What follows belongs to an exercise in optimizing a design on an open flow for small area, a short achievable clock period and few clock cycles per item; a production flow would make more cautious choices.
At most, simulation tests tie the RTL to the original design; equivalence was not proved.
No functional check of the RTL was part of run 1.

==> flow/design.v (outline; a module is shown in full before it is edited, if it fits) <==
// module samplerz_top: 877 lines
// module csa_fa: 10 lines
// module csa_ha: 9 lines
module samplerz_top (
  input  logic               clk,
  input  logic               rst_n_i,
  input  logic               start_i,
  input  logic [31:0]        mu_i,
  input  logic [15:0]        inv_sigma_prime_i,
  input  logic [15:0]        inv_sigma_sqr_div_2_i,
  input  logic               falcon_type_i,
  input  logic               rand_val_i,
  input  logic [23:0]        rand_cdt_i,
  input  logic               rand_b_i,
  input  logic [7:0]         rand_8_i,
  output logic               dout_val_o,
  output logic signed [15:0] w_o,
  output logic               request_rand_o,
  output logic               busy_o
);
  // ...
==> flow/flow/run.sh <==
#!/bin/bash
# standard synthesis and layout, with the port buffers inserted as buf_1 cells
# (every input and output port still gets its own buffer)
set -euo pipefail
MARGIN=5
bash standard.sh synth > synth.log 2>&1
MK=$(grep '^make ' standard.sh | sed 's/ "\${@:-finish}"$//' | sed "s/SETUP_SLACK_MARGIN=[-0-9.]*/SETUP_SLACK_MARGIN=$MARGIN/")
eval "$MK \"BUFFER_PORTS_ARGS=-buffer_cell sky130_fd_sc_hd__buf_1\" finish" > layout.log 2>&1
bash standard.sh finish > write_def.log 2>&1
==> flow/standard.sh <==
#!/bin/bash
# synth_recipe.tcl (not shown) runs the flow's synth.tcl, then flattens the netlist and writes it again
# the make line also repeats each setting of config.mk as NAME=value (left out here)
make -C /OpenROAD-flow-scripts/flow DESIGN_CONFIG=/design/flow/config.mk WORK_HOME=/design/flow/orfs CLKGATE_MAP_FILE= SYNTH_SCRIPT=/design/flow/synth_recipe.tcl "${@:-finish}"
==> flow/config.mk <==
export PLATFORM = sky130hd
export DESIGN_NAME = samplerz_top
export DESIGN_NICKNAME = samplerz_top
export VERILOG_FILES = /design/flow/design.v
export SDC_FILE = /design/flow/constraint.sdc
export NUM_CORES = 4
export LEC_CHECK = 0
export CAP_MARGIN = 20
export CORE_MARGIN = 2
export CORE_UTILIZATION = 60
export SETUP_SLACK_MARGIN = 5
export SLEW_MARGIN = 20
export SYNTH_HIERARCHICAL = 1
export SYNTH_MINIMUM_KEEP_SIZE = 0
==> flow/constraint.sdc <==
create_clock -name core_clock -period 11.0 [get_ports {clk}]
set_input_delay 2.2000 -clock core_clock [delete_from_list [all_inputs] [get_ports {clk}]]
set_output_delay 2.2000 -clock core_clock [all_outputs]
set_load 0.01 [all_outputs]
==> results.json, run 1 <==
{
  "globalRouteMet1Util_pct": 43.27,
  "relative_slew_slack_pct": 25.99,
  "fin_hold_ws_ns": 0.3291,
  "fraction_of_met3_tracks_used_by_global_routing_pct": 5.093,
  "stdcell_area_um2": 24340,
  "number_of_ordinary_and_repair_buffers_in_the_finished_layout": 179,
  "outcome": "timing/DRC/antenna clean",
  "avgRoutedWirePerCell_um": 22.38,
  "post-cts-setup-buffers": 0,
  "number_of_synthesized_flops_with_an_enable_pin": 74,
  "timing.setup.tns_ns": 0,
  "fin_util_pct": 65.07,
  "synth_ff_type": "sky130_fd_sc_hd__dfxtp_1",
  "post_synth_mux_area_share_pct": 0.8582,
  "grt.overflow.total": 0,
  "cp_data_required_time_ns": 11.22,
  "worstSetupEndpoint": "r2_q[13]",
  "critical_path.startpoint_type": "flip-flop",
  "worstSkewPairLatency_ns": 0.48,
  "min_delay_endpoint": "r8_2[1]",
  "dr_wl_met3_mm": 4.553,
  "xor_and_xnor_area_share_after_synthesis_pct": 12.68,
  "rsz0062_at_grt": "no",
  "most_frequently_used_cell_type_in_the_post_synthesis_netlist": "sky130_fd_sc_hd__xnor2_1",
  "crit_path_top_delay_cell": "sky130_fd_sc_hd__dfxtp_2",
  "finalWorstPathRequiredPeriod_ns": 5.800,
  "hold_depth": 0,
  "largest_reg_flops": 23,
  "route.vias.total": 18363,
  "mappedNetlistArea_um2": 22600,
  "regToRegEndpoint": "r2_q[13]",
  "ys_ff_latch": 196,
  "wirelength_met1_mm": 26.37,
  "regToRegSetupSlack_ns": 5.20,
  "yosys.cell_types.count": 76,
  "nWellTaps": 511
}
==> run 2: changes to the inputs <==
--- a/flow/design.v
+++ b/flow/design.v
@@ -753,136 +753,139 @@
     if (ph2_q) ccs_q <= (t[31:23] > 9'd256) ? 9'd256 : t[31:23];
     t_3  <= t[40:29];
     m_3  <= m_2;
     b_3  <= b_2;
     r8_3 <= r8_2;
   end
   logic [7:0]  ev;
   logic [8:0]  evx;
-  logic [8:0]  cp [5];
   logic [16:0] prod;
   logic [4:0]  z_3;
-  logic [10:0] cx;
-  logic [4:0]  c_one, c_two, c_neg;
-  assign cx = {1'b0, ccs_q, 1'b0};
-  always_comb begin
-    for (int i = 0; i < 5; i++) begin
-      c_one[i] = cx[2*i+1] ^ cx[2*i];
-      c_two[i] = (cx[2*i+2] & ~cx[2*i+1] & ~cx[2*i]) | (~cx[2*i+2] & cx[2*i+1] & cx[2*i]);
-      c_neg[i] = cx[2*i+2];
-    end
-  end
   assign ev  = t_3[11] ? 8'd255
              : (|t_3[10:5]) ? 8'd0
              : samplerz_pkg::EXP_NEG_TABLE[t_3[4:0]*8 +: 8];
   assign evx = {ev, 1'b0};
-  always_comb begin
-    for (int i = 0; i < 5; i++) begin
-      for (int j = 0; j < 9; j++) begin
-        cp[i][j] = ((c_one[i] & (j < 8 ? ev[j < 8 ? j : 0] : 1'b0)) | (c_two[i] & evx[j])) ^ c_neg[i];
-      end
-    end
-  end
+  logic [8:0] evp [8];
+  always_comb for (int j = 0; j < 8; j++) evp[j] = ev[j] ? ccs_q : 9'd0;
   logic s4_s0, s4_c0;
-  csa_ha u_s4_s0 (.a(c_neg[4]), .b(~r8_3[0]), .s(s4_s0), .co(s4_c0));
+  csa_ha u_s4_s0 (.a(evp[0][6]), .b(evp[1][5]), .s(s4_s0), .co(s4_c0));
   logic s4_s1, s4_c1;
-  assign s4_s1 = ~(~c_neg[0] ^ ~r8_3[1]);
-  assign s4_c1 = ~c_neg[0] | ~r8_3[1];
+  csa_fa u_s4_s1 (.a(evp[0][7]), .b(evp[1][6]), .c(evp[2][5]), .s(s4_s1), .co(s4_c1));
   logic s4_s2, s4_c2;
-  assign s4_s2 = ~~r8_3[2];
-  assign s4_c2 = ~r8_3[2];
+  csa_ha u_s4_s2 (.a(evp[3][4]), .b(evp[4][3]), .s(s4_s2), .co(s4_c2));
   logic s4_s3, s4_c3;
-  csa_ha u_s4_s3 (.a(c_neg[3]), .b(cp[0][6]), .s(s4_s3), .co(s4_c3));
+  csa_fa u_s4_s3 (.a(~r8_3[0]), .b(evp[0][8]), .c(evp[1][7]), .s(s4_s3), .co(s4_c3));
   logic s4_s4, s4_c4;
-  csa_ha u_s4_s4 (.a(cp[0][7]), .b(cp[1][5]), .s(s4_s4), .co(s4_c4));
+  csa_fa u_s4_s4 (.a(evp[2][6]), .b(evp[3][5]), .c(evp[4][4]), .s(s4_s4), .co(s4_c4));
   logic s4_s5, s4_c5;
-  csa_fa u_s4_s5 (.a(s4_s0), .b(cp[0][8]), .c(cp[1][6]), .s(s4_s5), .co(s4_c5));
+  csa_ha u_s4_s5 (.a(evp[5][3]), .b(evp[6][2]), .s(s4_s5), .co(s4_c5));
   logic s4_s6, s4_c6;
-  csa_ha u_s4_s6 (.a(cp[2][4]), .b(cp[3][2]), .s(s4_s6), .co(s4_c6));
+  csa_fa u_s4_s6 (.a(~r8_3[1]), .b(evp[1][8]), .c(evp[2][7]), .s(s4_s6), .co(s4_c6));
   logic s4_s7, s4_c7;
-  csa_fa u_s4_s7 (.a(s4_c0), .b(s4_s1), .c(cp[1][7]), .s(s4_s7), .co(s4_c7));
+  csa_fa u_s4_s7 (.a(evp[3][6]), .b(evp[4][5]), .c(evp[5][4]), .s(s4_s7), .co(s4_c7));
   logic s4_s8, s4_c8;
-  csa_fa u_s4_s8 (.a(cp[2][5]), .b(cp[3][3]), .c(cp[4][1]), .s(s4_s8), .co(s4_c8));
+  csa_ha u_s4_s8 (.a(evp[6][3]), .b(evp[7][2]), .s(s4_s8), .co(s4_c8));
   logic s4_s9, s4_c9;
-  csa_fa u_s4_s9 (.a(s4_c1), .b(s4_s2), .c(cp[1][8]), .s(s4_s9), .co(s4_c9));
+  csa_fa u_s4_s9 (.a(~r8_3[2]), .b(evp[2][8]), .c(evp[3][7]), .s(s4_s9), .co(s4_c9));
   logic s4_s10, s4_c10;
-  csa_fa u_s4_s10 (.a(cp[2][6]), .b(cp[3][4]), .c(cp[4][2]), .s(s4_s10), .co(s4_c10));
+  csa_fa u_s4_s10 (.a(evp[4][6]), .b(evp[5][5]), .c(evp[6][4]), .s(s4_s10), .co(s4_c10));
   logic s4_s11, s4_c11;
-  csa_fa u_s4_s11 (.a(~c_neg[1]), .b(~r8_3[3]), .c(s4_c2), .s(s4_s11), .co(s4_c11));
+  csa_fa u_s4_s11 (.a(~r8_3[3]), .b(evp[3][8]), .c(evp[4][7]), .s(s4_s11), .co(s4_c11));
   logic s4_s12, s4_c12;
-  csa_fa u_s4_s12 (.a(cp[2][7]), .b(cp[3][5]), .c(cp[4][3]), .s(s4_s12), .co(s4_c12));
+  csa_ha u_s4_s12 (.a(evp[0][4]), .b(evp[1][3]), .s(s4_s12), .co(s4_c12));
   logic s4_s13, s4_c13;
-  assign s4_s13 = ~(~r8_3[4] ^ cp[2][8]);
-  assign s4_c13 = ~r8_3[4] | cp[2][8];
+  csa_fa u_s4_s13 (.a(evp[0][5]), .b(evp[1][4]), .c(evp[2][3]), .s(s4_s13), .co(s4_c13));
   logic s4_s14, s4_c14;
-  csa_ha u_s4_s14 (.a(cp[3][6]), .b(cp[4][4]), .s(s4_s14), .co(s4_c14));
+  csa_ha u_s4_s14 (.a(evp[3][2]), .b(evp[4][1]), .s(s4_s14), .co(s4_c14));
   logic s4_s15, s4_c15;
-  csa_fa u_s4_s15 (.a(~c_neg[2]), .b(~r8_3[5]), .c(cp[3][7]), .s(s4_s15), .co(s4_c15));
+  csa_fa u_s4_s15 (.a(evp[2][4]), .b(evp[3][3]), .c(evp[4][2]), .s(s4_s15), .co(s4_c15));
   logic s4_s16, s4_c16;
-  assign s4_s16 = ~~r8_3[6];
-  assign s4_c16 = ~r8_3[6];
+  csa_fa u_s4_s16 (.a(evp[5][1]), .b(evp[6][0]), .c(s4_s0), .s(s4_s16), .co(s4_c16));
   logic s4_s17, s4_c17;
-  csa_ha u_s4_s17 (.a(c_neg[2]), .b(cp[0][4]), .s(s4_s17), .co(s4_c17));
+  csa_fa u_s4_s17 (.a(evp[5][2]), .b(evp[6][1]), .c(evp[7][0]), .s(s4_s17), .co(s4_c17));
   logic s4_s18, s4_c18;
-  csa_ha u_s4_s18 (.a(cp[0][5]), .b(cp[1][3]), .s(s4_s18), .co(s4_c18));
+  csa_fa u_s4_s18 (.a(s4_c0), .b(s4_s1), .c(s4_s2), .s(s4_s18), .co(s4_c18));
   logic s4_s19, s4_c19;
-  csa_fa u_s4_s19 (.a(cp[1][4]), .b(cp[2][2]), .c(cp[3][0]), .s(s4_s19), .co(s4_c19));
+  csa_fa u_s4_s19 (.a(evp[7][1]), .b(s4_c1), .c(s4_c2), .s(s4_s19), .co(s4_c19));
   logic s4_s20, s4_c20;
-  csa_fa u_s4_s20 (.a(cp[2][3]), .b(cp[3][1]), .c(s4_c3), .s(s4_s20), .co(s4_c20));
+  csa_fa u_s4_s20 (.a(s4_s3), .b(s4_s4), .c(s4_s5), .s(s4_s20), .co(s4_c20));
   logic s4_s21, s4_c21;
-  csa_fa u_s4_s21 (.a(cp[4][0]), .b(s4_c4), .c(s4_s5), .s(s4_s21), .co(s4_c21));
+  csa_fa u_s4_s21 (.a(s4_c3), .b(s4_c4), .c(s4_c5), .s(s4_s21), .co(s4_c21));
   logic s4_s22, s4_c22;
-  csa_fa u_s4_s22 (.a(s4_c5), .b(s4_c6), .c(s4_s7), .s(s4_s22), .co(s4_c22));
+  csa_fa u_s4_s22 (.a(s4_s6), .b(s4_s7), .c(s4_s8), .s(s4_s22), .co(s4_c22));
   logic s4_s23, s4_c23;
-  csa_fa u_s4_s23 (.a(s4_c7), .b(s4_c8), .c(s4_s9), .s(s4_s23), .co(s4_c23));
+  csa_fa u_s4_s23 (.a(evp[7][3]), .b(s4_c6), .c(s4_c7), .s(s4_s23), .co(s4_c23));
   logic s4_s24, s4_c24;
-  csa_fa u_s4_s24 (.a(s4_s11), .b(s4_c9), .c(s4_c10), .s(s4_s24), .co(s4_c24));
+  csa_fa u_s4_s24 (.a(s4_c8), .b(s4_s9), .c(s4_s10), .s(s4_s24), .co(s4_c24));
   logic s4_s25, s4_c25;
-  csa_fa u_s4_s25 (.a(s4_c11), .b(s4_c12), .c(s4_s13), .s(s4_s25), .co(s4_c25));
+  csa_fa u_s4_s25 (.a(evp[5][6]), .b(evp[6][5]), .c(evp[7][4]), .s(s4_s25), .co(s4_c25));
   logic s4_s26, s4_c26;
-  csa_fa u_s4_s26 (.a(cp[4][5]), .b(s4_c13), .c(s4_c14), .s(s4_s26), .co(s4_c26));
+  csa_fa u_s4_s26 (.a(s4_c9), .b(s4_c10), .c(s4_s11), .s(s4_s26), .co(s4_c26));
   logic s4_s27, s4_c27;
-  csa_fa u_s4_s27 (.a(s4_s16), .b(cp[3][8]), .c(cp[4][6]), .s(s4_s27), .co(s4_c27));
+  csa_fa u_s4_s27 (.a(~r8_3[4]), .b(evp[4][8]), .c(evp[5][7]), .s(s4_s27), .co(s4_c27));
   logic s4_s28, s4_c28;
-  csa_fa u_s4_s28 (.a(~c_neg[3]), .b(~r8_3[7]), .c(s4_c16), .s(s4_s28), .co(s4_c28));
+  csa_fa u_s4_s28 (.a(evp[6][6]), .b(evp[7][5]), .c(s4_c11), .s(s4_s28), .co(s4_c28));
   logic s4_s29, s4_c29;
-  csa_ha u_s4_s29 (.a(c_neg[1]), .b(cp[0][2]), .s(s4_s29), .co(s4_c29));
+  csa_fa u_s4_s29 (.a(~r8_3[5]), .b(evp[5][8]), .c(evp[6][7]), .s(s4_s29), .co(s4_c29));
   logic s4_s30, s4_c30;
-  csa_ha u_s4_s30 (.a(cp[0][3]), .b(cp[1][1]), .s(s4_s30), .co(s4_c30));
+  csa_ha u_s4_s30 (.a(evp[0][3]), .b(evp[1][2]), .s(s4_s30), .co(s4_c30));
   logic s4_s31, s4_c31;
-  csa_fa u_s4_s31 (.a(cp[1][2]), .b(cp[2][0]), .c(s4_s17), .s(s4_s31), .co(s4_c31));
+  csa_fa u_s4_s31 (.a(evp[2][2]), .b(evp[3][1]), .c(evp[4][0]), .s(s4_s31), .co(s4_c31));
   logic s4_s32, s4_c32;
-  csa_fa u_s4_s32 (.a(cp[2][1]), .b(s4_c17), .c(s4_s18), .s(s4_s32), .co(s4_c32));
+  csa_fa u_s4_s32 (.a(evp[5][0]), .b(s4_c12), .c(s4_s13), .s(s4_s32), .co(s4_c32));
   logic s4_s33, s4_c33;
-  csa_fa u_s4_s33 (.a(s4_c18), .b(s4_s19), .c(s4_s3), .s(s4_s33), .co(s4_c33));
+  csa_fa u_s4_s33 (.a(s4_c13), .b(s4_c14), .c(s4_s15), .s(s4_s33), .co(s4_c33));
   logic s4_s34, s4_c34;
-  csa_fa u_s4_s34 (.a(s4_c19), .b(s4_s4), .c(s4_s20), .s(s4_s34), .co(s4_c34));
+  csa_fa u_s4_s34 (.a(s4_c15), .b(s4_s17), .c(s4_c16), .s(s4_s34), .co(s4_c34));
   logic s4_s35, s4_c35;
-  csa_fa u_s4_s35 (.a(s4_s6), .b(s4_c20), .c(s4_s21), .s(s4_s35), .co(s4_c35));
+  csa_fa u_s4_s35 (.a(s4_c17), .b(s4_c18), .c(s4_s19), .s(s4_s35), .co(s4_c35));
   logic s4_s36, s4_c36;
-  csa_fa u_s4_s36 (.a(s4_s8), .b(s4_c21), .c(s4_s22), .s(s4_s36), .co(s4_c36));
+  csa_fa u_s4_s36 (.a(s4_c19), .b(s4_c20), .c(s4_s21), .s(s4_s36), .co(s4_c36));
   logic s4_s37, s4_c37;
-  csa_fa u_s4_s37 (.a(s4_s10), .b(s4_c22), .c(s4_s23), .s(s4_s37), .co(s4_c37));
+  csa_fa u_s4_s37 (.a(s4_c21), .b(s4_c22), .c(s4_s23), .s(s4_s37), .co(s4_c37));
   logic s4_s38, s4_c38;
-  csa_fa u_s4_s38 (.a(s4_s12), .b(s4_c23), .c(s4_s24), .s(s4_s38), .co(s4_c38));
+  csa_fa u_s4_s38 (.a(s4_s25), .b(s4_c23), .c(s4_c24), .s(s4_s38), .co(s4_c38));
   logic s4_s39, s4_c39;
-  csa_fa u_s4_s39 (.a(s4_s14), .b(s4_c24), .c(s4_s25), .s(s4_s39), .co(s4_c39));
+  csa_fa u_s4_s39 (.a(s4_c25), .b(s4_s27), .c(s4_c26), .s(s4_s39), .co(s4_c39));
   logic s4_s40, s4_c40;
-  csa_fa u_s4_s40 (.a(s4_s15), .b(s4_c25), .c(s4_s26), .s(s4_s40), .co(s4_c40));
+  csa_fa u_s4_s40 (.a(evp[7][6]), .b(s4_c27), .c(s4_s29), .s(s4_s40), .co(s4_c40));
   logic s4_s41, s4_c41;
-  csa_fa u_s4_s41 (.a(s4_s27), .b(s4_c15), .c(s4_c26), .s(s4_s41), .co(s4_c41));
+  csa_fa u_s4_s41 (.a(~r8_3[6]), .b(evp[6][8]), .c(evp[7][7]), .s(s4_s41), .co(s4_c41));
   logic s4_s42, s4_c42;
-  csa_fa u_s4_s42 (.a(cp[4][7]), .b(s4_s28), .c(s4_c27), .s(s4_s42), .co(s4_c42));
+  csa_ha u_s4_s42 (.a(evp[0][2]), .b(evp[1][1]), .s(s4_s42), .co(s4_c42));
   logic s4_s43, s4_c43;
-  assign s4_s43 = ~(cp[4][8] ^ s4_c28);
-  assign s4_c43 = cp[4][8] | s4_c28;
+  csa_fa u_s4_s43 (.a(evp[2][1]), .b(evp[3][0]), .c(s4_s30), .s(s4_s43), .co(s4_c43));
+  logic s4_s44, s4_c44;
+  csa_fa u_s4_s44 (.a(s4_c30), .b(s4_s31), .c(s4_s12), .s(s4_s44), .co(s4_c44));
+  logic s4_s45, s4_c45;
+  csa_fa u_s4_s45 (.a(s4_c31), .b(s4_s14), .c(s4_s32), .s(s4_s45), .co(s4_c45));
+  logic s4_s46, s4_c46;
+  csa_fa u_s4_s46 (.a(s4_c32), .b(s4_s33), .c(s4_s16), .s(s4_s46), .co(s4_c46));
+  logic s4_s47, s4_c47;
+  csa_fa u_s4_s47 (.a(s4_c33), .b(s4_s18), .c(s4_s34), .s(s4_s47), .co(s4_c47));
+  logic s4_s48, s4_c48;
+  csa_fa u_s4_s48 (.a(s4_s20), .b(s4_c34), .c(s4_s35), .s(s4_s48), .co(s4_c48));
+  logic s4_s49, s4_c49;
+  csa_fa u_s4_s49 (.a(s4_s22), .b(s4_c35), .c(s4_s36), .s(s4_s49), .co(s4_c49));
+  logic s4_s50, s4_c50;
+  csa_fa u_s4_s50 (.a(s4_s24), .b(s4_c36), .c(s4_s37), .s(s4_s50), .co(s4_c50));
+  logic s4_s51, s4_c51;
+  csa_fa u_s4_s51 (.a(s4_s26), .b(s4_c37), .c(s4_s38), .s(s4_s51), .co(s4_c51));
+  logic s4_s52, s4_c52;
+  csa_fa u_s4_s52 (.a(s4_s28), .b(s4_c38), .c(s4_s39), .s(s4_s52), .co(s4_c52));
+  logic s4_s53, s4_c53;
+  csa_fa u_s4_s53 (.a(s4_s40), .b(s4_c28), .c(s4_c39), .s(s4_s53), .co(s4_c53));
+  logic s4_s54, s4_c54;
+  csa_fa u_s4_s54 (.a(s4_s41), .b(s4_c29), .c(s4_c40), .s(s4_s54), .co(s4_c54));
+  logic s4_s55, s4_c55;
+  csa_fa u_s4_s55 (.a(~r8_3[7]), .b(evp[7][8]), .c(s4_c41), .s(s4_s55), .co(s4_c55));
   logic [16:0] s4_a, s4_b;
-  assign s4_a = {s4_c42, s4_c41, s4_c40, s4_c39, s4_c38, s4_c37, s4_c36, s4_c35, s4_c34, s4_c33, s4_c32, s4_c31, s4_c30, s4_c29, s4_s29, cp[0][1], c_neg[0]};
-  assign s4_b = {s4_s43, s4_s42, s4_s41, s4_s40, s4_s39, s4_s38, s4_s37, s4_s36, s4_s35, s4_s34, s4_s33, s4_s32, s4_s31, s4_s30, cp[1][0], 1'b0, cp[0][0]};
+  assign s4_a = {s4_c55, s4_c54, s4_c53, s4_c52, s4_c51, s4_c50, s4_c49, s4_c48, s4_c47, s4_c46, s4_c45, s4_c44, s4_c43, s4_c42, s4_s42, evp[0][1], evp[0][0]};
+  assign s4_b = {1'b0, s4_s55, s4_s54, s4_s53, s4_s52, s4_s51, s4_s50, s4_s49, s4_s48, s4_s47, s4_s46, s4_s45, s4_s44, s4_s43, evp[2][0], evp[1][0], 1'b0};
   assign prod = s4_a + s4_b;
   assign acc  = prod[16];
   assign hit  = v3_q & acc;
   assign z_3  = b_3 ? {1'b0, m_3} : 5'd0 - {1'b0, m_3};
   always_ff @(posedge clk) begin
     w_o <= fmu_q + {{11{z_3[4]}}, z_3};
   end
 endmodule
==> flow/flow/run.sh (replaced) <==
#!/bin/bash
# standard synthesis and layout, with the port buffers inserted as buf_1 cells
# (every input and output port still gets its own buffer)
set -euo pipefail
MARGIN=5.25
bash standard.sh synth > synth.log 2>&1
MK=$(grep '^make ' standard.sh | sed 's/ "\${@:-finish}"$//' | sed "s/SETUP_SLACK_MARGIN=[-0-9.]*/SETUP_SLACK_MARGIN=$MARGIN/")
eval "$MK \"BUFFER_PORTS_ARGS=-buffer_cell sky130_fd_sc_hd__buf_1\" finish" > layout.log 2>&1
bash standard.sh finish > write_def.log 2>&1
==> run 2 against run 1 <==
Net effect:
- still clean on timing, DRC and antenna
- setup slack improved by 0.15 ns
- final cell count decreased by 6.6%
- die area decreased by 2.9%
- register-to-register slack improved by 0.15 ns
- wire length decreased by 8.2%
- sequential share of layout area increased by 0.47 points
- global-route usage decreased by 1.8 points
- synthesized area decreased by 3.0%
- hold slack improved by 0.0030 ns
- highest routed layer unchanged
==> results.json, run 2 <==
{
  "track_usage_pct": 32.18,
  "count_of_h_tree_levels_built_during_cts": 4,
  "finalWorstPathRequiredPeriod_ns": 5.654,
  "top_cells_by_area_synth": "sky130_fd_sc_hd__fa_1 25%, sky130_fd_sc_hd__xnor2_1 12%, sky130_fd_sc_hd__dfxtp_1 11%",
  "path_class": "reg2reg",
  "initial_utilization_pct": 60.46,
  "synthesized_instance_count": 2219,
  "synth_commonest_cells": "298 x sky130_fd_sc_hd__xnor2_1, 277 x sky130_fd_sc_hd__fa_1, 176 x sky130_fd_sc_hd__a22oi_1",
  "rsz0062_at_grt": "yes",
  "layout-drive-gt1-share_pct": 8.506,
  "io_pins": 121,
  "worstSkewPairLatency_ns": 0.47,
  "synthDominantAreaCellType": "sky130_fd_sc_hd__fa_1",
  "grt.overflow.total": 0,
  "drt_first_iter_violations": 1430,
  "tritoncts": "built",
  "pre_cts_ws_ns": 4.296,
  "setup_viol": 0,
  "crit_path_end_kind": "flip-flop",
  "finalWorstSetupSlack_ns": 5.346,
  "grt_antenna_before_repair": 1,
  "commonest_non_fill_non_tap_cells_in_the_layout": "297 x sky130_fd_sc_hd__xnor2_1, 272 x sky130_fd_sc_hd__fa_1, 173 x sky130_fd_sc_hd__nand2_1, 173 x sky130_fd_sc_hd__a22oi_1, 151 x sky130_fd_sc_hd__ha_1",
  "number_of_synthesized_flops_with_an_enable_pin": 74,
  "drv_cap": 0,
  "route.vias.total": 16958,
  "avgRoutedWirePerCell_um": 21.99,
  "largest_net_degree_at_the_start_of_global_routing": 73,
  "largest_reg_flops": 23,
  "nets": 2791,
  "grt_pass1_vias": 17453,
  "num_antenna_cells": 0,
  "detailed_place_hpwl_mm": 43.87,
  "outcome": "timing/DRC/antenna clean",
  "most_frequently_used_cell_type_in_the_post_synthesis_netlist": "sky130_fd_sc_hd__xnor2_1",
  "fin_skew_ns": 0.01554,
  "drtAntennaViolNets": 0,
  "period_share_pct": 51.40,
  "cp_data_required_time_ns": 11.23,
  "ys_ff_latch": 196,
  "fp-row-count": 70,
  "core_um2": 36260,
  "largest_register": "mb_q",
  "die_w_um": 195.1,
  "critical_path.max_fanout": 12,
  "layout_commonest_cell": "sky130_fd_sc_hd__xnor2_1",
  "areaGrowthSynthToFinish_pct": 9.087,
  "cts_hold_buf": 0,
  "synth.yosys.warnings": 11,
  "gpl.final_weighted_congestion": 0.8882,
  "die_h_um": 195.1,
  "relative_slew_slack_pct": 25.92,
  "routed_wire_length_mm": 60.18,
  "synth_area_per_cell_um2": 9.879,
  "drt-vias-per-instance": 6.196,
  "synth_ff_type": "sky130_fd_sc_hd__dfxtp_1",
  "critical_path.startpoint_type": "flip-flop",
  "max-clock-path-buffers": 2,
  "seq_area_frac_synth_pct": 21.28,
  "clk_transition_reported_paths_ns": 0.09,
  "achievable-frequency_ghz": 0.1769,
  "firstDrtPassIters": 5,
  "finalHoldViolations": 0,
  "area_share_of_the_largest_cell_type_after_synthesis_pct": 25.30,
  "timing.setup.tns_ns": 0,
  "post-route-drc-count": 0,
  "sinks_on_clock_net": 196,
  "hold_path.class": "reg2reg",
  "grt_pass1_wl_mm": 95.30,
  "die-area_um2": 38080,
  "cts_root_buffer": "sky130_fd_sc_hd__clkbuf_16",
  "numPortBuffers": 120,
  "final_max_slew_viol_count": 0,
  "tritoncts_buffers": 17,
  "tightest_slew_ns": 1.111,
  "share_of_flip_flops_with_an_asynchronous_set_or_reset_after_synthesis_pct": 0,
  "mappedNetlistArea_um2": 21920,
  "yosys.cell_types.count": 64,
  "critPathArrivalTime_ns": 5.88
}
run 2: cells by family (layout without fill, tap and decap cells):
family | count (synthesis) | after routing | synth area share, %
adder cells (fa/ha/maj) | 433 | 433 | 34.20
other | 1 | 2 | 0.01711
AO/OA/AOI/OAI | 533 | 533 | 16.29
AND/OR/NAND/NOR | 504 | 504 | 11.02
flip-flops | 196 | 196 | 21.28
multiplexers | 11 | 11 | 0.6507
buffers and inverters | 222 | 271 | 3.801
XOR/XNOR | 319 | 319 | 12.75
run 2: final timing paths:
check	start	end	slack, ns	cells after the start
worst max-delay path	b_2	r2_q[15]	5.35	17
worst min-delay path	r8_2[0]	r8_3[0]	0.33	0
worst max register to register	b_2	r2_q[15]	5.35	17
worst min register to register	r8_2[0]	r8_3[0]	0.33	0
run 2: area by class of cell:
class,instances,area [µm²]
clock inverter,15,217.7
fill,2961,12350
sequential,196,4781
clock buffer,17,425.4
inverter,73,285.3
tap,468,585.6
multi-input combinational,1802,16740
timing repair buffer,166,878.3
run 2: worst max-delay path, cell delays in order (launching register included):
cell	delay [ns]
sky130_fd_sc_hd__dfxtp_2	0.41
sky130_fd_sc_hd__nand2b_1	0.27
sky130_fd_sc_hd__nor2_2	0.27
sky130_fd_sc_hd__nor2_1	0.10
sky130_fd_sc_hd__o31ai_2	0.38
sky130_fd_sc_hd__fa_1	0.53
sky130_fd_sc_hd__fa_1	0.42
sky130_fd_sc_hd__fa_1	0.44
sky130_fd_sc_hd__fa_1	0.44
sky130_fd_sc_hd__ha_1	0.24
sky130_fd_sc_hd__a21o_1	0.20
sky130_fd_sc_hd__a21oi_1	0.16
sky130_fd_sc_hd__nor2_1	0.06
sky130_fd_sc_hd__or4_4	0.52
sky130_fd_sc_hd__o31ai_4	0.35
sky130_fd_sc_hd__o31ai_4	0.13
sky130_fd_sc_hd__xor2_4	0.21
sky130_fd_sc_hd__mux2_2	0.29
run 2: through the flow:
| step | utilization [%] | hold slack [ns] | std cells | instance area, µm² |
|---|---|---|---|---|
| global route | 65.95 | 0.3389 | 2737 | 23910 |
| detailed placement | 62.18 | 0.3132 | 2677 | 22550 |
| finish | 65.95 | 0.3321 | 2737 | 23910 |
| floorplan | - | 0.3096 | 2220 | 21930 |
| CTS | 64.51 | 0.3347 | 2712 | 23390 |
| global placement | 62.18 | 0.3127 | 2677 | 22550 |
run 2: routing by layer:
layer	routed length [µm]	vias to the layer above	share of wire (%)	global-route usage (%)
li1	-	7767	-	-
met3	4201	103	7.0	4.819
met4	1368	0	2.3	10.57
met2	29170	709	48	54.22
met1	25440	8379	42	42.86
met5	0	-	0	0
run 2: Yosys stat by module, one instance, submodules excluded:
module | flip-flops and latches | cell area (µm²) | cells
csa_ha | 0 | 12.51 | 1
csa_fa | 0 | 20.02 | 1
samplerz_top | 196 | 15810 | 1895
run 2: repair_timing:
item,4_1_cts,5_1_grt
gates resized for setup,75,73
setup buffers,3,24
endpoints found under the setup margin,38,37
pin swaps,1,13
gates cloned,0,1
Testbench counts of run 2, summed over its fixed seeds: cycles 13,624, samples 2,400.
==> run 3: changes to the inputs <==
--- a/flow/flow/run.sh
+++ b/flow/flow/run.sh
@@ -3,5 +3,5 @@
 # (every input and output port still gets its own buffer)
 set -euo pipefail
-MARGIN=5.25
+MARGIN=5
 bash standard.sh synth > synth.log 2>&1
 MK=$(grep '^make ' standard.sh | sed 's/ "\${@:-finish}"$//' | sed "s/SETUP_SLACK_MARGIN=[-0-9.]*/SETUP_SLACK_MARGIN=$MARGIN/")
==> run 3 against run 2 <==
Net effect:
- still clean
- global-route usage fell by 0.29 points
- synthesized cell count unchanged
- clock-buffer cell count is the same
- flip-flop and latch count is the same
- final area shrank 0.99%
- critical endpoint unchanged
- largest cell class unchanged
- highest routed layer unchanged
==> results.json, run 3 <==
{
  "outcome": "timing/DRC/antenna clean",
  "sequential_cell_area_um2": 4775,
  "synth_area_per_cell_um2": 9.879,
  "setup_viol": 0,
  "regToRegSetupSlack_ns": 5.16,
  "drtAntennaViolNets": 0,
  "yosys.area_share.adder_pct": 34.20,
  "firstDrtPassIters": 6,
  "max-clock-path-buffers": 2,
  "r2r_cells": 15,
  "most_frequently_used_cell_type_in_the_post_synthesis_netlist": "sky130_fd_sc_hd__xnor2_1",
  "num_antenna_cells": 0,
  "path_class": "reg2reg",
  "areaGrowthSynthToFinish_pct": 8.008,
  "period_share_pct": 53.13,
  "hold_path.class": "reg2reg",
  "finalHoldViolations": 0,
  "worstSetupEndpoint": "r2_q[15]",
  "tritoncts": "built",
  "grt_antenna_before_repair": 0,
  "nets": 2782,
  "cp_data_required_time_ns": 11.22,
  "post-route-drc-count": 0,
  "commonest_non_fill_non_tap_cells_in_the_layout": "298 x sky130_fd_sc_hd__xnor2_1, 277 x sky130_fd_sc_hd__fa_1, 175 x sky130_fd_sc_hd__a22oi_1",
  "largest_register": "mb_q",
  "top_cells_by_area_synth": "sky130_fd_sc_hd__fa_1 25%, sky130_fd_sc_hd__xnor2_1 12%, sky130_fd_sc_hd__dfxtp_1 11%",
  "placed_cell_area_um2": 22530,
  "die_w_um": 195.1,
  "clk_transition_reported_paths_ns": 0.08,
  "drv_cap": 0,
  "grt_pass1_vias": 17352,
  "finalWorstPathRequiredPeriod_ns": 5.844,
  "grt.overflow.total": 0,
  "reg_to_reg_start": "one_q[4]",
  "initial_utilization_pct": 60.46,
  "xor_and_xnor_area_share_after_synthesis_pct": 12.75,
  "ys_ff_latch": 196,
  "synth_simple_gate_area_share_pct": 11.02,
  "gpl.final_weighted_congestion": 0.8805,
  "drt_first_iter_violations": 1217,
  "grt_pass1_wl_mm": 95.01,
  "synth-compound-area-share_pct": 16.29,
  "layout.filler_cells": 3029,
  "detailed_place_hpwl_mm": 43.70,
  "cts_hold_buf": 0,
  "die-area_um2": 38080,
  "post_synth_mux_area_share_pct": 0.6507,
  "tritoncts_buffers": 17,
  "regToRegEndpoint": "r2_q[15]",
  "largest_reg_flops": 23,
  "critPathArrivalTime_ns": 6.06,
  "seq_area_frac_synth_pct": 21.28,
  "relative_slew_slack_pct": 27.00,
  "count_of_h_tree_levels_built_during_cts": 4,
  "routed_wire_length_mm": 59.31,
  "crit_path_end_kind": "flip-flop",
  "sinks_on_clock_net": 196,
  "tightest_slew_ns": 1.095,
  "layout-drive-gt1-share_pct": 7.080,
  "io_pins": 121,
  "worst_setup_path_startpoint": "one_q[4]",
  "largest_net_degree_at_the_start_of_global_routing": 73,
  "synthDominantAreaCellType": "sky130_fd_sc_hd__fa_1",
  "share_of_flip_flops_with_an_asynchronous_set_or_reset_after_synthesis_pct": 0,
  "yosys.cell_types.count": 64,
  "synthesized_instance_count": 2219,
  "track_usage_pct": 31.89,
  "critical_path.startpoint_type": "flip-flop",
  "fin_skew_ns": 0.01607,
  "critical_path.max_fanout": 23,
  "synth_ff_type": "sky130_fd_sc_hd__dfxtp_1",
  "achievable-frequency_ghz": 0.1711,
  "synth_commonest_cells": "298 x sky130_fd_sc_hd__xnor2_1, 277 x sky130_fd_sc_hd__fa_1, 176 x sky130_fd_sc_hd__a22oi_1",
  "area_share_of_the_largest_cell_type_after_synthesis_pct": 25.30,
  "number_of_synthesized_flops_with_an_enable_pin": 74,
  "stdcell_area_um2": 23680,
  "drt-vias-per-instance": 6.192,
  "core_um2": 36260,
  "layout_commonest_cell": "sky130_fd_sc_hd__xnor2_1",
  "cts_root_buffer": "sky130_fd_sc_hd__clkbuf_16",
  "route.vias.total": 16893,
  "mappedNetlistArea_um2": 21920,
  "worstSkewPairLatency_ns": 0.47,
  "rsz0062_at_grt": "no",
  "timing.setup.tns_ns": 0,
  "synth.yosys.warnings": 11,
  "numPortBuffers": 120,
  "main_combinational_cell_family_by_area_after_synthesis": "adder cells",
  "die_h_um": 195.1,
  "fp-row-count": 70,
  "avgRoutedWirePerCell_um": 21.74,
  "final_max_slew_viol_count": 0,
  "multiInputGateArea_um2": 16610
}
-- run 3: cell counts after synthesis --
Identical to the previous run, type by type.
-- run 3: kinds of logic after synthesis --
logic type,Yosys count
AO/OA/AOI/OAI,533
other,1
AND/OR/NAND/NOR,504
multiplexers,11
adder cells (fa/ha/maj),433
flip-flops,196
buffers and inverters,222
XOR/XNOR,319
-- run 3: layout make-up --
type                    instances  share of cell area [%]
repair buffers                156                   3.266
multi-input cells            1803                   70.16
clock buffers                  17                   1.797
inverters                      73                   1.189
well taps                     468                   2.473
clock inverters                15                  0.9512
flip-flops and latches        196                   20.17
-- run 3: how the worst min path moves through the flow --
| stage | startpoint | endpoint | slack [ns] | cells after the start |
|---|---|---|---|---|
| after global placement | r8_2[0] | r8_3[0] | 0.31 | 0 |
| after floorplan | r8_1[0] | r8_2[0] | 0.31 | 0 |
| after CTS | r8_2[1] | r8_3[1] | 0.33 | 0 |
| after detailed placement | r8_2[1] | r8_3[1] | 0.31 | 0 |
| after global routing | r8_2[5] | r8_3[5] | 0.33 | 0 |
| final | r8_1[0] | r8_2[0] | 0.33 | 0 |
-- run 3: what timing repair did --
item                                    4_1_cts  5_1_grt
setup buffers                                 0       19
gates resized for setup                      45       69
endpoints found under the setup margin       37       33
pin swaps                                     1        2
gates cloned                                  1        1
-- run 3: critical path: stages (launching register included) --
cell and delay, ns:
sky130_fd_sc_hd__dfxtp_2 0.73, sky130_fd_sc_hd__a22oi_1 0.19, sky130_fd_sc_hd__xnor2_1 0.29, sky130_fd_sc_hd__fa_1 0.48, sky130_fd_sc_hd__fa_1 0.53, sky130_fd_sc_hd__fa_1 0.45, sky130_fd_sc_hd__fa_1 0.51, sky130_fd_sc_hd__ha_2 0.31
sky130_fd_sc_hd__a21o_1 0.23, sky130_fd_sc_hd__a21oi_1 0.18, sky130_fd_sc_hd__nor2_1 0.06, sky130_fd_sc_hd__or4_1 0.57, sky130_fd_sc_hd__o31ai_4 0.40, sky130_fd_sc_hd__o31ai_4 0.13, sky130_fd_sc_hd__xor2_2 0.24, sky130_fd_sc_hd__mux2_2 0.30
-- run 3: Yosys stat by module (local to each module, per instance) --
module / cells / times used / flops+latches / area, µm²
csa_ha: 1 / 50 / 0 / 12.51
csa_fa: 1 / 274 / 0 / 20.02
samplerz_top: 1895 / 1 / 196 / 15810
-- run 3: layer usage --
| metal | GRT usage, % | vias up | routed length, µm |
|---|---|---|---|
| li1 | - | 7750 | - |
| met1 | 42.96 | 8322 | 25300 |
| met2 | 52.76 | 700 | 28520 |
| met3 | 4.663 | 121 | 3834 |
| met4 | 11.48 | 0 | 1662 |
| met5 | 0 | - | 0 |
-- run 3: metrics by stage --
| step | hold slack [ns] | instances | worst slack (ns) | util (%) |
|---|---|---|---|---|
| 3_3_place_gp | 0.3126 | 2675 | 4.117 | 62.13 |
| 4_1_cts | 0.3333 | 2708 | 4.875 | 64.25 |
| 2_1_floorplan | 0.3096 | 2220 | 5.186 | - |
| 6_report | 0.3311 | 2728 | 5.156 | 65.30 |
| 5_1_grt | 0.3334 | 2728 | 4.996 | 65.30 |
| 3_5_place_dp | 0.3128 | 2675 | 4.018 | 62.13 |
==> run 4: changes to the inputs <==
--- a/flow/config.mk
+++ b/flow/config.mk
@@ -8,5 +8,5 @@
 export CAP_MARGIN = 20
 export CORE_MARGIN = 2
-export CORE_UTILIZATION = 60
+export CORE_UTILIZATION = 80
 export SETUP_SLACK_MARGIN = 5
 export SLEW_MARGIN = 20
==> run 4 against run 3 <==
Net effect:
- still clean
- register-to-register slack got worse by 0.18 ns
- via count increased by 7.3%
- global-route usage is 11 points higher
- clock-buffer cell count did not move
- sequential share of layout area rose by 0.30 points
- flip-flop and latch count unchanged
- critical path type unchanged
- critical endpoint is now r2_q[14]
- highest routed layer is now met5
==> results.json, run 4 <==
{
  "outcome": "timing/DRC/antenna clean",
  "area_share_of_the_largest_cell_type_after_synthesis_pct": 25.30,
  "max-clock-path-buffers": 2,
  "post-route-drc-count": 0,
  "number_of_synthesized_flops_with_an_enable_pin": 74,
  "largest_reg_flops": 23,
  "worstSkewPairLatency_ns": 0.47,
  "die_h_um": 169.5,
  "relative_slew_slack_pct": 25.32,
  "tightest_slew_ns": 1.120,
  "layout-drive-gt1-share_pct": 6.158,
  "final_max_slew_viol_count": 0,
  "synthesized_instance_count": 2219,
  "finalWorstSetupSlack_ns": 4.973,
  "count_of_h_tree_levels_built_during_cts": 4,
  "critPathArrivalTime_ns": 6.25,
  "routed_wire_length_mm": 61.80,
  "firstDrtPassIters": 9,
  "grt_antenna_before_repair": 3,
  "rsz0062_at_grt": "yes",
  "cts_hold_buf": 0,
  "hold_path.class": "reg2reg",
  "clk_transition_reported_paths_ns": 0.09,
  "finalWorstPathRequiredPeriod_ns": 6.027,
  "pre_cts_ws_ns": 4.187,
  "cp_cell_sequence": "a22oi_1 > xnor2_1 > fa_1 > fa_1 > fa_1 > fa_1 > ha_1 > a21o_1 > a21o_1 > a21oi_1 > o22ai_1 > a211oi_1 > o31ai_1 > nor2_1 > a311oi_4 > mux2_2",
  "fp-row-count": 60,
  "fin_hold_ws_ns": 0.3308,
  "areaGrowthSynthToFinish_pct": 6.353,
  "top_cells_by_area_synth": "sky130_fd_sc_hd__fa_1 25%, sky130_fd_sc_hd__xnor2_1 12%, sky130_fd_sc_hd__dfxtp_1 11%",
  "fraction_of_met3_tracks_used_by_global_routing_pct": 10.26,
  "finalHoldViolations": 0,
  "mappedNetlistArea_um2": 21920,
  "synth_ff_type": "sky130_fd_sc_hd__dfxtp_1",
  "core_um2": 26950,
  "crit_top_cell": "sky130_fd_sc_hd__fa_1",
  "crit_path_top_delay_cell": "sky130_fd_sc_hd__dfxtp_2",
  "grt_pass1_wl_mm": 96.06,
  "globalRouteMet1Util_pct": 52.16,
  "commonest_non_fill_non_tap_cells_in_the_layout": "298 x sky130_fd_sc_hd__xnor2_1, 277 x sky130_fd_sc_hd__fa_1, 176 x sky130_fd_sc_hd__a22oi_1",
  "io_pins": 121,
  "ys_ff_latch": 196,
  "yosys.cell_types.count": 64,
  "critPathMaxStageDelay_ns": 0.78,
  "synth_area_per_cell_um2": 9.879,
  "period_share_pct": 54.79,
  "nets": 2763,
  "detailed_place_hpwl_mm": 43.25,
  "cp_data_required_time_ns": 11.22,
  "grt_use_met2_pct": 70.52,
  "drv_cap": 0,
  "critical_path.max_fanout": 23,
  "synthDominantAreaCellType": "sky130_fd_sc_hd__fa_1",
  "critical_path.startpoint_type": "flip-flop",
  "global_route.peak_usage_layer": "met2",
  "seq_area_frac_synth_pct": 21.28,
  "path_class": "reg2reg",
  "die_w_um": 169.5,
  "cts_root_buffer": "sky130_fd_sc_hd__clkbuf_16",
  "layout_commonest_cell": "sky130_fd_sc_hd__xnor2_1",
  "crit_path_end_kind": "flip-flop",
  "fin_skew_ns": 0.01602,
  "setup_viol": 0,
  "gpl.final_weighted_congestion": 0.9737,
  "timing.setup.tns_ns": 0,
  "grt.overflow.total": 0,
  "most_frequently_used_cell_type_in_the_post_synthesis_netlist": "sky130_fd_sc_hd__xnor2_1",
  "initial_utilization_pct": 81.34,
  "track_usage_pct": 43.22,
  "sinks_on_clock_net": 196,
  "grt_pass1_vias": 18722,
  "drt-vias-per-instance": 7.013,
  "synth.yosys.warnings": 11,
  "share_of_flip_flops_with_an_asynchronous_set_or_reset_after_synthesis_pct": 0,
  "drt_first_iter_violations": 2661,
  "largest_register": "mb_q",
  "achievable-frequency_ghz": 0.1659,
  "tritoncts": "built",
  "synth_commonest_cells": "298 x sky130_fd_sc_hd__xnor2_1, 277 x sky130_fd_sc_hd__fa_1, 176 x sky130_fd_sc_hd__a22oi_1",
  "numPortBuffers": 120,
  "timing.critical_path.buf_inv": 0,
  "drtAntennaViolNets": 0,
  "timing.critical_path.max_delay_family": "adder cells",
  "tritoncts_buffers": 17,
  "die-area_um2": 28740,
  "route.vias.total": 18122,
  "avgRoutedWirePerCell_um": 23.92,
  "layout.filler_cells": 1438,
  "largest_net_degree_at_the_start_of_global_routing": 77
}
[run 4: cell counts after synthesis]
Identical to the previous run, type by type.
[run 4: timing repair]
action / 4_1_cts / 5_1_grt
gates resized for setup: 48 / 50
buffers inserted: 1 / 6
gates cloned: 0 / 1
pin swaps: 2 / 2
endpoints found under the setup margin: 36 / 36
[run 4: worst paths after layout]
kind | startpoint | endpoint | slack (ns) | cells after the start
max reg2reg | two_q[4] | r2_q[14] | 4.97 | 16
min reg2reg | r8_2[5] | r8_3[5] | 0.33 | 0
max | two_q[4] | r2_q[14] | 4.97 | 16
min | r8_2[5] | r8_3[5] | 0.33 | 0
[run 4: per-layer routing]
metal / up-vias / part of all wire, %
li1: 7701 / -
met1: 8746 / 36
met2: 1323 / 47
met3: 350 / 11
met4: 2 / 6.6
met5: - / 0.061
[run 4: Yosys stat by module, one instance, submodules excluded]
module	flops+latches	copies in the design	cells	area, µm²
csa_fa	0	274	1	20.02
samplerz_top	196	1	1895	15810
csa_ha	0	50	1	12.51
[run 4: stage by stage]
stage	area [µm²]	instances	util (%)
2_1_floorplan	21920	2220	-
3_3_place_gp	22330	2542	82.84
3_5_place_dp	22330	2542	82.84
4_1_cts	23090	2575	85.68
5_1_grt	23310	2582	86.49
6_report	23310	2584	86.50
[run 4: layout make-up]
cell class | count | area, µm² | share of cell area [%]
Antenna cell | 2 | 5.005 | 0.02147
Sequential cell | 196 | 4771 | 20.46
Multi-Input combinational cell | 1803 | 16580 | 71.10
Clock inverter | 15 | 222.7 | 0.9553
Clock buffer | 17 | 425.4 | 1.825
Tap cell | 341 | 426.7 | 1.830
Inverter | 73 | 281.5 | 1.208
Timing Repair Buffer | 137 | 604.3 | 2.592
[run 4: logic make-up (layout without fill, tap and decap cells)]
| group | Yosys count | in the layout | synth area share (%) |
|---|---|---|---|
| simple gates | 504 | 504 | 11.02 |
| mux | 11 | 11 | 0.6507 |
| other cells | 1 | 4 | 0.01711 |
| fa+ha+maj | 433 | 433 | 34.20 |
| xor+xnor | 319 | 320 | 12.75 |
| compound gates | 533 | 533 | 16.29 |
| buf+inv | 222 | 242 | 3.801 |
| flops | 196 | 196 | 21.28 |

-- re-timing with driven ports --
The results above use ideal ports. As a check the final layouts listed here were re-extracted and re-timed, cells and wires unchanged. Step 1 assumes that a clkbuf_16 drives the clock port and a buf_2 every other input. Step 2, shift: input delay + t, output delay - t, t = (earliest + latest rising clock arrival at the registers) / 2. This alone moves slack from input paths to output paths. Three values: ideal, step 1, step 2; two values: the first two.
| run | t (ns) | slack for setup (ns) | worst hold slack (ns) | latest minus earliest clock arrival (ns) |
|---|---|---|---|---|
| run 1 | 0.526 | 5.200 / 5.200 / 5.200 | 0.329 / 0.329 / 0.329 | 0.026 / 0.026 |
| run 2 | 0.520 | 5.346 / 5.346 / 5.346 | 0.332 / 0.332 / 0.332 | 0.016 / 0.016 |
| run 3 | 0.523 | 5.156 / 5.156 / 5.156 | 0.331 / 0.331 / 0.331 | 0.021 / 0.020 |
| run 4 | 0.512 | 4.973 / 4.973 / 4.973 | 0.331 / 0.331 / 0.331 | 0.017 / 0.016 |
After both steps every run listed still meets setup and hold.
